From an optimization exercise on the open Yosys and OpenROAD flow, aimed at small area; shortcuts taken in it are not production practice. Function was checked by simulation only, so behaviour that the tests miss may differ from the original. Power is estimated from default activity; no workload was simulated.

==> run Z <==
==> flow/design.v <==
`default_nettype none
package xbar_pkg;
  localparam int N_CHAN  = 3;
  localparam int N_BANK  = 4;
  localparam int MAX_BUF = 8;   
  typedef logic [1:0]         chan_id_t;
  typedef logic [1:0]         bank_addr_t;
  typedef logic [2:0]         entry_id_t;
  typedef logic [MAX_BUF-1:0] entry_mask_t;   
  typedef logic [N_CHAN-1:0]  chan_mask_t;
  typedef logic [N_BANK-1:0]  bank_mask_t;
  typedef logic [2:0] xbar_req_t;
  typedef logic [5:0] bank_grant_t;
endpackage
`default_nettype wire
`timescale 1ns/10ps
`default_nettype none
module chan_entry_buffer
(
  input  logic        clk_i,
  input  logic        rstn_i,
  input  logic [2:0]  req_i,        
  input  logic [3:0]  gnt_i,        
  output logic        allow_o,
  output logic [3:0]  want_o,
  output logic [11:0] pick_o        
);
  localparam int NS = 5;
  localparam int NB = 4;
  localparam int WENC = 0;
  localparam int RENC = 0;
  localparam int WW   = (WENC == 3) ? 5 : 3;
  localparam int RW   = (RENC == 3) ? 5 : 3;
  function automatic logic [4:0] enc(input int e, input int s);
    case (e)
      1:       case (s) 0: enc = 5'b000; 1: enc = 5'b001; 2: enc = 5'b011; 3: enc = 5'b111; default: enc = 5'b110; endcase
      3:       enc = 5'(1 << s);
      default: enc = 5'(s);
    endcase
  endfunction
  function automatic logic [NS-1:0] dec(input int e, input logic [4:0] x);
    for (int s = 0; s < NS; s++) dec[s] = (e == 3) ? x[s] : (x == enc(e, s));
  endfunction
  function automatic logic [4:0] inc(input int e, input logic [4:0] x);
    if (e == 3) inc = {x[3:0], x[4]};
    else begin
      inc = enc(e, 0);
      for (int s = 0; s < NS - 1; s++) if (x == enc(e, s)) inc = enc(e, s + 1);
    end
  endfunction
  logic [WW-1:0] wr_q;
  logic [RW-1:0] rd_q;
  logic          full_q;
  logic [NS-1:0] pend_q;
  logic [1:0]    tag_q [NS];
  logic [NS-1:0] rdd, wrd, wsel, clr;
  logic [NS-1:0] sel [NB];
  logic          push, pop, empty;
  always_comb begin
    rdd = dec(RENC, 5'(rd_q));
    wrd = dec(WENC, 5'(wr_q));
  end
  logic [NS-1:0] ge;
  logic [NS-1:0] mark [NB];
  always_comb begin
    for (int s = 0; s < NS; s++) begin
      ge[s] = 1'b0;
      for (int k = 0; k <= s; k++) ge[s] = ge[s] | rdd[k];
    end
    for (int b = 0; b < NB; b++) begin
      for (int s = 0; s < NS; s++) mark[b][s] = pend_q[s] & (tag_q[s] == 2'(b));
      want_o[b] = |mark[b];
    end
  end
  for (genvar b = 0; b < NB; b++) begin : g_pick
    oldest_entry_pick u_pick (
      .mark_i (mark[b]),
      .ge_i   (ge),
      .sel_o  (sel[b]),
      .id_o   (pick_o[3*b +: 3])
    );
  end
  always_comb begin
    clr = '0;
    for (int b = 0; b < NB; b++) clr = clr | (sel[b] & {NS{gnt_i[b]}});
  end
  assign allow_o = ~full_q;
  assign push    = req_i[2] & ~full_q;
  assign empty   = ~|(rdd & wrd) | full_q ? 1'b0 : 1'b1;
  assign pop     = ~empty & ~|(pend_q & rdd);
  assign wsel    = wrd & {NS{push}};
  always_ff @(posedge clk_i or negedge rstn_i) begin
    if (!rstn_i) begin
      wr_q   <= WW'(enc(WENC, 0));
      rd_q   <= RW'(enc(RENC, 0));
      full_q <= 1'b0;
      pend_q <= '0;
    end else begin
      if (push) wr_q <= WW'(inc(WENC, 5'(wr_q)));
      if (pop)  rd_q <= RW'(inc(RENC, 5'(rd_q)));
      if (full_q) full_q <= ~pop;
      else        full_q <= push & ~pop & |({wrd[NS-2:0], wrd[NS-1]} & rdd);
      pend_q <= wsel | (pend_q & ~clr);
    end
  end
  always_ff @(posedge clk_i) begin
    for (int s = 0; s < NS; s++) begin
      if (!pend_q[s]) tag_q[s] <= req_i[1:0];
    end
  end
endmodule
`default_nettype wire
`timescale 1ns/10ps
`default_nettype none
module oldest_entry_pick
(
  input  logic [4:0] mark_i,     
  input  logic [4:0] ge_i,       
  output logic [4:0] sel_o,      
  output logic [2:0] id_o
);
  logic [4:0] hi, x;
  assign hi = mark_i & ge_i;
  assign x  = |hi ? hi : mark_i;
  always_comb begin
    sel_o[0] = x[0];
    sel_o[1] = x[1] & ~x[0];
    sel_o[2] = x[2] & ~|x[1:0];
    sel_o[3] = x[3] & ~|x[2:0];
    sel_o[4] = x[4] & ~|x[3:0];
  end
  assign id_o = {sel_o[4], sel_o[2] | sel_o[3], sel_o[1] | sel_o[3]};
endmodule
`default_nettype wire
`timescale 1ns/10ps
`default_nettype none
module bank_arbiter
(
  input  logic       clk_i,
  input  logic       rstn_i,
  input  logic [2:0] want_i,
  input  logic [8:0] pick_i,     
  output logic [2:0] gnt_o,
  output logic [5:0] grant_o
);
  logic [1:0] last_q;     
  logic [1:0] last;
  logic [1:0] win;
  logic       any;
  assign any  = |want_i;
  assign last = last_q ^ 2'd2;
  always_comb begin
    case (last)
      2'd0:    win = want_i[1] ? 2'd1 : want_i[2] ? 2'd2 : 2'd0;
      2'd1:    win = want_i[2] ? 2'd2 : want_i[0] ? 2'd0 : 2'd1;
      default: win = want_i[0] ? 2'd0 : want_i[1] ? 2'd1 : 2'd2;
    endcase
    gnt_o = '0;
    if (any) gnt_o[win] = 1'b1;
    grant_o = '0;
    if (any) grant_o = {1'b1, win, pick_i[3*win +: 3]};
  end
  always_ff @(posedge clk_i or negedge rstn_i) begin
    if (!rstn_i)  last_q <= 2'd0;    
    else if (any) last_q <= win ^ 2'd2;
  end
endmodule
`default_nettype wire
`timescale 1ns/10ps
`default_nettype none
module xbar_top
#(
  parameter int BUFFER_SIZE = 5
) (
  input  logic        clk_i,
  input  logic        rstn_i,
  input  logic [8:0]  req_i,
  output logic [2:0]  allow_o,
  output logic [23:0] grant_o
);
  logic [3:0]  want [3];
  logic [11:0] pick [3];
  logic [2:0]  gnt  [4];
  for (genvar c = 0; c < 3; c++) begin : g_chan
    logic [3:0] g;
    for (genvar b = 0; b < 4; b++) begin : g_g
      assign g[b] = gnt[b][c];
    end
    chan_entry_buffer u_buf (
      .clk_i   (clk_i),
      .rstn_i  (rstn_i),
      .req_i   (req_i[3*c +: 3]),
      .gnt_i   (g),
      .allow_o (allow_o[c]),
      .want_o  (want[c]),
      .pick_o  (pick[c])
    );
  end
  for (genvar b = 0; b < 4; b++) begin : g_bank
    bank_arbiter u_arb (
      .clk_i   (clk_i),
      .rstn_i  (rstn_i),
      .want_i  ({want[2][b], want[1][b], want[0][b]}),
      .pick_i  ({pick[2][3*b +: 3], pick[1][3*b +: 3], pick[0][3*b +: 3]}),
      .gnt_o   (gnt[b]),
      .grant_o (grant_o[6*b +: 6])
    );
  end
endmodule
`default_nettype wire
==> flow/flow/run.sh <==
#!/bin/bash
# Own layout flow: the standard synthesis, then the combinational logic between
# the (unchanged) registers is re-mapped by ABC with an area-oriented script, then
# the standard ORFS layout (floorplan .. finish) on that netlist.
# Each tool writes its full output to a log file of its own in the work folder.
set -euo pipefail
WORK=$(pwd)
R=$WORK/orfs/results/$FLOW_PLATFORM/xbar_top/base
bash standard.sh synth > $WORK/log_1_standard_synth.log 2>&1
cp $R/1_2_yosys.v $WORK/std_1_2_yosys.v
YOSYS=$(command -v yosys || echo $FLOW_HOME/../tools/install/yosys/bin/yosys)
sed -e "s#@LIB@#$FLOW_HOME/platforms/sky130hd/lib/sky130_fd_sc_hd__tt_025C_1v80.lib#g" \
    -e "s#@IN@#$WORK/std_1_2_yosys.v#g" -e "s#@OUT@#$WORK/resyn_1_2_yosys.v#g" \
    -e "s#@ABC@#$WORK/flow/area.abc#g" flow/resyn.ys > $WORK/resyn.ys
$YOSYS -s $WORK/resyn.ys > $WORK/log_2_resyn.log 2>&1
cp $WORK/resyn_1_2_yosys.v $R/1_2_yosys.v
touch $R/1_2_yosys.v
PORT_BUF=sky130_fd_sc_hd__buf_1
[[ -n "${PORT_BUF:-}" ]] && export BUFFER_PORTS_ARGS="-buffer_cell $PORT_BUF"
bash standard.sh finish > $WORK/log_3_standard_finish.log 2>&1
==> flow/flow/area.abc <==
strash
&get -n
&deepsyn -I 4 -J 50
&put
dch -f
map -a
==> flow/flow/resyn.ys <==
read_liberty -ignore_miss_func @LIB@
read_verilog @IN@
hierarchy -check -top xbar_top
setattr -mod -set keep_hierarchy 1 sky130_fd_sc_hd__df* sky130_fd_sc_hd__edf* sky130_fd_sc_hd__sdf* sky130_fd_sc_hd__dl* sky130_fd_sc_hd__conb_1
flatten
opt_clean
tee -o pre_resyn_stat.txt stat -liberty @LIB@
techmap
opt -purge
abc -liberty @LIB@ -dont_use sky130_fd_sc_hd__probe_p_8 -dont_use sky130_fd_sc_hd__probec_p_8 -dont_use sky130_fd_sc_hd__lpflow_* -script @ABC@
opt_clean -purge
hilomap -singleton -hicell sky130_fd_sc_hd__conb_1 HI -locell sky130_fd_sc_hd__conb_1 LO
splitnets
opt_clean -purge
insbuf -buf sky130_fd_sc_hd__buf_4 A X
blackbox sky130_fd_sc_hd__*
tee -o post_resyn_stat.txt stat -liberty @LIB@

write_verilog -noattr -nohex -nodec @OUT@
==> flow/standard.sh <==
#!/bin/bash
# synth_recipe.tcl (not shown) runs the flow's synth.tcl, then flattens the netlist and writes it again
# the make line also repeats each setting of config.mk as NAME=value (left out here)
make -C /OpenROAD-flow-scripts/flow DESIGN_CONFIG=/design/flow/config.mk WORK_HOME=/design/flow/orfs CLKGATE_MAP_FILE= SYNTH_SCRIPT=/design/flow/synth_recipe.tcl "${@:-finish}"
==> flow/config.mk <==
export PLATFORM = sky130hd
export DESIGN_NAME = xbar_top
export DESIGN_NICKNAME = xbar_top
export VERILOG_FILES = /design/flow/design.v
export SDC_FILE = /design/flow/constraint.sdc
export NUM_CORES = 4
export LEC_CHECK = 0
export CAP_MARGIN = 20
export CORE_MARGIN = 2
export CORE_UTILIZATION = 50
export CTS_CLUSTER_SIZE = 30
export SLEW_MARGIN = 20
export SYNTH_HIERARCHICAL = 1
export SYNTH_MINIMUM_KEEP_SIZE = 0
==> flow/constraint.sdc <==
create_clock -name core_clock -period 9.0 [get_ports {clk_i}]
set_input_delay 1.8000 -clock core_clock [delete_from_list [all_inputs] [get_ports {clk_i}]]
set_output_delay 1.8000 -clock core_clock [all_outputs]
set_load 0.01 [all_outputs]
==> run G: changes against run Z <==
==> flow/design.v, changed modules only <==
module chan_entry_buffer
(
  input  logic        clk_i,
  input  logic        rstn_i,
  input  logic [2:0]  req_i,        
  input  logic [3:0]  gnt_i,        
  output logic        allow_o,
  output logic [3:0]  want_o,
  output logic [11:0] pick_o        
);
  localparam int NS = 5;
  localparam int NB = 4;
  function automatic logic [NS-1:0] dec(input logic [2:0] x);
    dec[0] = ~x[2] & ~x[1] & ~x[0];
    dec[1] = ~x[1] &  x[0];
    dec[2] =  x[1] & ~x[0];
    dec[3] =  x[1] &  x[0];
    dec[4] =  x[2];
  endfunction
  function automatic logic [2:0] inc(input logic [2:0] x);
    inc = {x[1] & x[0], x[1] ^ x[0], ~x[2] & ~x[0]};
  endfunction
  logic [2:0]    wr_q;
  logic [2:0]    rd_q;
  logic          full_q;
  logic [NS-1:0] pend_q;
  logic [1:0]    tag_q [NS];
  logic [NS-1:0] rdd, wrd, wsel, clr;
  logic [NS-1:0] sel [NB];
  logic          push, pop, empty;
  always_comb begin
    rdd = dec(rd_q);
    wrd = dec(wr_q);
  end
  logic [NS-1:0] ge;
  logic [NS-1:0] mark [NB];
  always_comb begin
    ge[0] = rdd[0];
    ge[1] = ~rd_q[2] & ~rd_q[1];
    ge[2] = ~rd_q[2] & ~(rd_q[1] & rd_q[0]);
    ge[3] = ~rd_q[2];
    ge[4] = 1'b1;
    for (int b = 0; b < NB; b++) begin
      for (int s = 0; s < NS; s++) mark[b][s] = pend_q[s] & (tag_q[s] == 2'(b));
      want_o[b] = |mark[b];
    end
  end
  for (genvar b = 0; b < NB; b++) begin : g_pick
    oldest_entry_pick u_pick (
      .mark_i (mark[b]),
      .ge_i   (ge),
      .sel_o  (sel[b]),
      .id_o   (pick_o[3*b +: 3])
    );
  end
  always_comb begin
    clr = '0;
    for (int b = 0; b < NB; b++) clr = clr | (sel[b] & {NS{gnt_i[b]}});
  end
  assign allow_o = ~full_q;
  assign push    = req_i[2] & ~full_q;
  assign empty   = ~|(rdd & wrd) | full_q ? 1'b0 : 1'b1;
  assign pop     = ~empty & ~|(pend_q & rdd);
  assign wsel    = wrd & {NS{push}};
  always_ff @(posedge clk_i or negedge rstn_i) begin
    if (!rstn_i) begin
      wr_q   <= '0;
      rd_q   <= '0;
      full_q <= 1'b0;
      pend_q <= '0;
    end else begin
      if (push) wr_q <= inc(wr_q);
      if (pop)  rd_q <= inc(rd_q);
      if (full_q) full_q <= ~pop;
      else        full_q <= push & ~pop & |({wrd[NS-2:0], wrd[NS-1]} & rdd);
      pend_q <= wsel | (pend_q & ~clr);
    end
  end
  always_ff @(posedge clk_i) begin
    for (int s = 0; s < NS; s++) begin
      if (!pend_q[s]) tag_q[s] <= req_i[1:0];
    end
  end
endmodule
module bank_arbiter
(
  input  logic       clk_i,
  input  logic       rstn_i,
  input  logic [2:0] want_i,
  input  logic [8:0] pick_i,     
  output logic [2:0] gnt_o,
  output logic [5:0] grant_o
);
  logic [1:0] last_q;     
  logic [1:0] last;
  logic [1:0] win;
  logic       any;
  assign any  = |want_i;
  assign last = last_q ^ 2'd2;
  always_comb begin
    case (last)
      2'd0:    win = want_i[1] ? 2'd1 : want_i[2] ? 2'd2 : 2'd0;
      2'd1:    win = want_i[2] ? 2'd2 : want_i[0] ? 2'd0 : 2'd1;
      default: win = want_i[0] ? 2'd0 : want_i[1] ? 2'd1 : 2'd2;
    endcase
    gnt_o = '0;
    if (any) gnt_o[win] = 1'b1;
    grant_o = '0;
    if (any) grant_o = {1'b1, win, pick_i[3*win +: 3]};
  end
  always_ff @(posedge clk_i or negedge rstn_i) begin
    if (!rstn_i)  last_q <= 2'd0;    
    else          last_q <= win ^ 2'd2;    
  end
endmodule
--- a/flow/flow/run.sh
+++ b/flow/flow/run.sh
@@ -1,7 +1,11 @@
 #!/bin/bash
-# Own layout flow: the standard synthesis, then the combinational logic between
-# the (unchanged) registers is re-mapped by ABC with an area-oriented script, then
-# the standard ORFS layout (floorplan .. finish) on that netlist.
+# Own layout flow:
+#  1. the standard synthesis (standard.sh synth), unchanged;
+#  2. the combinational logic between the registers is re-optimised and re-mapped
+#     by ABC with an area script (flow/area.abc); every register instance, its
+#     name and its cell are kept as the standard synthesis made them;
+#  3. the standard ORFS layout (floorplan .. finish) on that netlist, with the
+#     ports buffered by buf_1 cells and clock tree synthesis without dummy loads.
 # Each tool writes its full output to a log file of its own in the work folder.
 set -euo pipefail
 WORK=$(pwd)
@@ -15,6 +19,6 @@
 $YOSYS -s $WORK/resyn.ys > $WORK/log_2_resyn.log 2>&1
 cp $WORK/resyn_1_2_yosys.v $R/1_2_yosys.v
 touch $R/1_2_yosys.v
-PORT_BUF=sky130_fd_sc_hd__buf_1
-[[ -n "${PORT_BUF:-}" ]] && export BUFFER_PORTS_ARGS="-buffer_cell $PORT_BUF"
+export BUFFER_PORTS_ARGS="-buffer_cell sky130_fd_sc_hd__buf_1"
+export CTS_ARGS="-sink_clustering_enable -repair_clock_nets -dont_use_dummy_load"
 bash standard.sh finish > $WORK/log_3_standard_finish.log 2>&1
==> flow/flow/area.abc (replaced) <==
strash
&get -n
&deepsyn -I 4 -J 50
&put
&get -n
&dch -f
&nf -a -R 1000
&put
Settings changed: CTS_CLUSTER_SIZE 30 to unset.
==> run C: changes against run Z <==
==> flow/design.v, changed modules only <==
module chan_entry_buffer
(
  input  logic        clk_i,
  input  logic        rstn_i,
  input  logic [2:0]  req_i,        
  input  logic [3:0]  gnt_i,        
  output logic        allow_o,
  output logic [3:0]  want_o,
  output logic [11:0] pick_o        
);
  localparam int NS = 5;
  localparam int NB = 4;
  localparam int PENC = 0;
  localparam int PW   = (PENC == 3) ? 5 : 3;
  function automatic logic [PW-1:0] enc(input int s);
    case (PENC)
      1:       case (s) 0: enc = PW'(3'b000); 1: enc = PW'(3'b001); 2: enc = PW'(3'b011); 3: enc = PW'(3'b111); default: enc = PW'(3'b110); endcase
      2:       case (s) 0: enc = PW'(3'b000); 1: enc = PW'(3'b001); 2: enc = PW'(3'b011); 3: enc = PW'(3'b010); default: enc = PW'(3'b110); endcase
      3:       enc = PW'(1 << s);
      default: enc = PW'(s);
    endcase
  endfunction
  function automatic logic [NS-1:0] dec(input logic [PW-1:0] x);
    for (int s = 0; s < NS; s++) dec[s] = (PENC == 3) ? x[s] : (x == enc(s));
  endfunction
  function automatic logic [PW-1:0] inc(input logic [PW-1:0] x);
    if (PENC == 3) inc = {x[PW-2:0], x[PW-1]};
    else begin
      inc = enc(0);
      for (int s = 0; s < NS - 1; s++) if (x == enc(s)) inc = enc(s + 1);
    end
  endfunction
  logic [PW-1:0] wr_q, rd_q;
  logic          full_q;
  logic [NS-1:0] pend_q;
  logic [1:0]    tag_q [NS];
  logic [NS-1:0] rdd, wrd, wsel, clr;
  logic [NS-1:0] sel [NB];
  logic          push, pop, empty;
  always_comb begin
    rdd = dec(rd_q);
    wrd = dec(wr_q);
  end
  logic [NS-1:0] ge;
  logic [NS-1:0] mark [NB];
  always_comb begin
    for (int s = 0; s < NS; s++) begin
      ge[s] = 1'b0;
      for (int k = 0; k <= s; k++) ge[s] = ge[s] | rdd[k];
    end
    for (int b = 0; b < NB; b++) begin
      for (int s = 0; s < NS; s++) mark[b][s] = pend_q[s] & (tag_q[s] == 2'(b));
      want_o[b] = |mark[b];
    end
  end
  for (genvar b = 0; b < NB; b++) begin : g_pick
    oldest_entry_pick u_pick (
      .mark_i (mark[b]),
      .ge_i   (ge),
      .sel_o  (sel[b]),
      .id_o   (pick_o[3*b +: 3])
    );
  end
  always_comb begin
    clr = '0;
    for (int b = 0; b < NB; b++) clr = clr | (sel[b] & {NS{gnt_i[b]}});
  end
  assign allow_o = ~full_q;
  assign push    = req_i[2] & ~full_q;
  assign empty   = ~|(rdd & wrd) | full_q ? 1'b0 : 1'b1;
  assign pop     = ~empty & ~|(pend_q & rdd);
  assign wsel    = wrd & {NS{push}};
  always_ff @(posedge clk_i or negedge rstn_i) begin
    if (!rstn_i) begin
      wr_q   <= enc(0);
      rd_q   <= enc(0);
      full_q <= 1'b0;
      pend_q <= '0;
    end else begin
      if (push) wr_q <= inc(wr_q);
      if (pop)  rd_q <= inc(rd_q);
      if (full_q) full_q <= ~pop;
      else        full_q <= push & ~pop & |({wrd[NS-2:0], wrd[NS-1]} & rdd);
      pend_q <= wsel | (pend_q & ~clr);
    end
  end
  always_ff @(posedge clk_i) begin
    for (int s = 0; s < NS; s++) begin
      if (wsel[s]) tag_q[s] <= req_i[1:0];
    end
  end
endmodule
module bank_arbiter
(
  input  logic       clk_i,
  input  logic       rstn_i,
  input  logic [2:0] want_i,
  input  logic [8:0] pick_i,     
  output logic [2:0] gnt_o,
  output logic [5:0] grant_o
);
  logic [1:0] last_q;
  logic [1:0] win;
  logic       any;
  assign any = |want_i;
  always_comb begin
    case (last_q)
      2'd0:    win = want_i[1] ? 2'd1 : want_i[2] ? 2'd2 : 2'd0;
      2'd1:    win = want_i[2] ? 2'd2 : want_i[0] ? 2'd0 : 2'd1;
      default: win = want_i[0] ? 2'd0 : want_i[1] ? 2'd1 : 2'd2;
    endcase
    gnt_o = '0;
    if (any) gnt_o[win] = 1'b1;
    grant_o = '0;
    if (any) grant_o = {1'b1, win, pick_i[3*win +: 3]};
  end
  always_ff @(posedge clk_i or negedge rstn_i) begin
    if (!rstn_i)  last_q <= 2'd2;
    else if (any) last_q <= win;
  end
endmodule
--- a/flow/flow/run.sh
+++ b/flow/flow/run.sh
@@ -15,6 +15,5 @@
 $YOSYS -s $WORK/resyn.ys > $WORK/log_2_resyn.log 2>&1
 cp $WORK/resyn_1_2_yosys.v $R/1_2_yosys.v
 touch $R/1_2_yosys.v
-PORT_BUF=sky130_fd_sc_hd__buf_1
 [[ -n "${PORT_BUF:-}" ]] && export BUFFER_PORTS_ARGS="-buffer_cell $PORT_BUF"
 bash standard.sh finish > $WORK/log_3_standard_finish.log 2>&1
Settings changed: CTS_CLUSTER_SIZE 30 to unset.
==> run E: changes against run Z <==
==> flow/design.v, changed modules only <==
module chan_entry_buffer
(
  input  logic        clk_i,
  input  logic        rstn_i,
  input  logic [2:0]  req_i,        
  input  logic [3:0]  gnt_i,        
  output logic        allow_o,
  output logic [3:0]  want_o,
  output logic [11:0] pick_o        
);
  localparam int NS = 5;
  localparam int NB = 4;
  localparam int PENC = 0;
  localparam int PW   = (PENC == 3) ? 5 : 3;
  function automatic logic [PW-1:0] enc(input int s);
    case (PENC)
      1:       case (s) 0: enc = PW'(3'b000); 1: enc = PW'(3'b001); 2: enc = PW'(3'b011); 3: enc = PW'(3'b111); default: enc = PW'(3'b110); endcase
      2:       case (s) 0: enc = PW'(3'b000); 1: enc = PW'(3'b001); 2: enc = PW'(3'b011); 3: enc = PW'(3'b010); default: enc = PW'(3'b110); endcase
      3:       enc = PW'(1 << s);
      default: enc = PW'(s);
    endcase
  endfunction
  function automatic logic [NS-1:0] dec(input logic [PW-1:0] x);
    for (int s = 0; s < NS; s++) dec[s] = (PENC == 3) ? x[s] : (x == enc(s));
  endfunction
  function automatic logic [PW-1:0] inc(input logic [PW-1:0] x);
    if (PENC == 3) inc = {x[PW-2:0], x[PW-1]};
    else begin
      inc = enc(0);
      for (int s = 0; s < NS - 1; s++) if (x == enc(s)) inc = enc(s + 1);
    end
  endfunction
  logic [PW-1:0] wr_q, rd_q;
  logic          full_q;
  logic [NS-1:0] pend_q;
  logic [1:0]    tag_q [NS];
  logic [NS-1:0] rdd, wrd, wsel, clr;
  logic [NS-1:0] sel [NB];
  logic          push, pop, empty;
  always_comb begin
    rdd = dec(rd_q);
    wrd = dec(wr_q);
  end
  logic [NS-1:0] ge;
  logic [NS-1:0] mark [NB];
  always_comb begin
    for (int s = 0; s < NS; s++) begin
      ge[s] = 1'b0;
      for (int k = 0; k <= s; k++) ge[s] = ge[s] | rdd[k];
    end
    for (int b = 0; b < NB; b++) begin
      for (int s = 0; s < NS; s++) mark[b][s] = pend_q[s] & (tag_q[s] == 2'(b));
      want_o[b] = |mark[b];
    end
  end
  for (genvar b = 0; b < NB; b++) begin : g_pick
    oldest_entry_pick u_pick (
      .mark_i (mark[b]),
      .ge_i   (ge),
      .sel_o  (sel[b]),
      .id_o   (pick_o[3*b +: 3])
    );
  end
  always_comb begin
    clr = '0;
    for (int b = 0; b < NB; b++) clr = clr | (sel[b] & {NS{gnt_i[b]}});
  end
  assign allow_o = ~full_q;
  assign push    = req_i[2] & ~full_q;
  assign empty   = ~|(rdd & wrd) | full_q ? 1'b0 : 1'b1;
  assign pop     = ~empty & ~|(pend_q & rdd);
  assign wsel    = wrd & {NS{push}};
  always_ff @(posedge clk_i or negedge rstn_i) begin
    if (!rstn_i) begin
      wr_q   <= enc(0);
      rd_q   <= enc(0);
      full_q <= 1'b0;
      pend_q <= '0;
    end else begin
      if (push) wr_q <= inc(wr_q);
      if (pop)  rd_q <= inc(rd_q);
      if (full_q) full_q <= ~pop;
      else        full_q <= push & ~pop & |({wrd[NS-2:0], wrd[NS-1]} & rdd);
      pend_q <= wsel | (pend_q & ~clr);
    end
  end
  always_ff @(posedge clk_i) begin
    for (int s = 0; s < NS; s++) begin
      if (wsel[s]) tag_q[s] <= req_i[1:0];
    end
  end
endmodule
module bank_arbiter
(
  input  logic       clk_i,
  input  logic       rstn_i,
  input  logic [2:0] want_i,
  input  logic [8:0] pick_i,     
  output logic [2:0] gnt_o,
  output logic [5:0] grant_o
);
  logic [1:0] last_q;
  logic [1:0] win;
  logic       any;
  assign any = |want_i;
  always_comb begin
    case (last_q)
      2'd0:    win = want_i[1] ? 2'd1 : want_i[2] ? 2'd2 : 2'd0;
      2'd1:    win = want_i[2] ? 2'd2 : want_i[0] ? 2'd0 : 2'd1;
      default: win = want_i[0] ? 2'd0 : want_i[1] ? 2'd1 : 2'd2;
    endcase
    gnt_o = '0;
    if (any) gnt_o[win] = 1'b1;
    grant_o = '0;
    if (any) grant_o = {1'b1, win, pick_i[3*win +: 3]};
  end
  always_ff @(posedge clk_i or negedge rstn_i) begin
    if (!rstn_i)  last_q <= 2'd2;
    else if (any) last_q <= win;
  end
endmodule
Settings changed: CTS_CLUSTER_SIZE 30 to unset.
==> summary.txt <==
Result of the run: run C no timing/DRC/antenna violations; run G no timing/DRC/antenna violations; run Z no timing/DRC/antenna violations; run E no timing/DRC/antenna violations
Synth Cell Area: run C 5200 um2; run G 4960 um2; run Z 5090 um2; run E 5200 um2
Seq/total area: run C 0.339; run G 0.367; run Z 0.355; run E 0.349
Area used by sequential logic in the layout: run C 2010 um2; run G 2000 um2; run Z 2000 um2; run E 2010 um2
Initial drt markers: run C 512; run G 422; run Z 450; run E 423
Worst reg2reg path depth: run C 21; run G 10; run Z 19; run E 19
Internal power component: run C 0.00111 W; run G 0.00105 W; run Z 0.00107 W; run E 0.00105 W
Mean post-synth cell area: run C 6.72 um2; run G 7.72 um2; run Z 6.86 um2; run E 6.72 um2
Master of the slowest instance on the critical path: run C sky130_fd_sc_hd__a2111oi_0; run G sky130_fd_sc_hd__nor4b_1; run Z sky130_fd_sc_hd__a2111oi_0; run E sky130_fd_sc_hd__a2111oi_0
Clock buf/inv share: run C 0.0313; run G 0.0227; run Z 0.0423; run E 0.0417
Comb power frac: run C 0.618; run G 0.590; run Z 0.588; run E 0.578
Levels on crit path: run C 14; run G 13; run Z 19; run E 17
Number of placed instances with taps included: run C 947; run G 831; run Z 913; run E 947
Vias in the first global route: run C 5,205; run G 4,820; run Z 5,112; run E 5,110
Global-route wire length before repair: run C 26,300 um; run G 25,500 um; run Z 26,200 um; run E 26,100 um

==> static timing again, ports no longer ideal <==
No port has a modelled driver above. Below, the same layouts with a new extraction and two added sets of constraints.
Step 1 sets driving cells, clkbuf_16 on the clock port and buf_2 on the other inputs (assumed; they add their load-dependent delay and slew).
Step 2 also shifts input and output timing later by t, the mid clock arrival at the registers, as if the neighbouring blocks saw the same clock.
Three values: no drivers, after step 1, after step 2; two values: the first two.
run | shift t [ns] | setup slack, ns | worst setup path at the end
run Z | 0.410 | 3.474 / 3.440 / 3.850 | register to output
run G | 0.384 | 3.548 / 3.512 / 3.896 | register to output
run C | 0.394 | 3.038 / 3.003 / 3.396 | register to output
run E | 0.395 | 3.493 / 3.457 / 3.852 | register to output
After both steps every run listed still meets setup and hold.
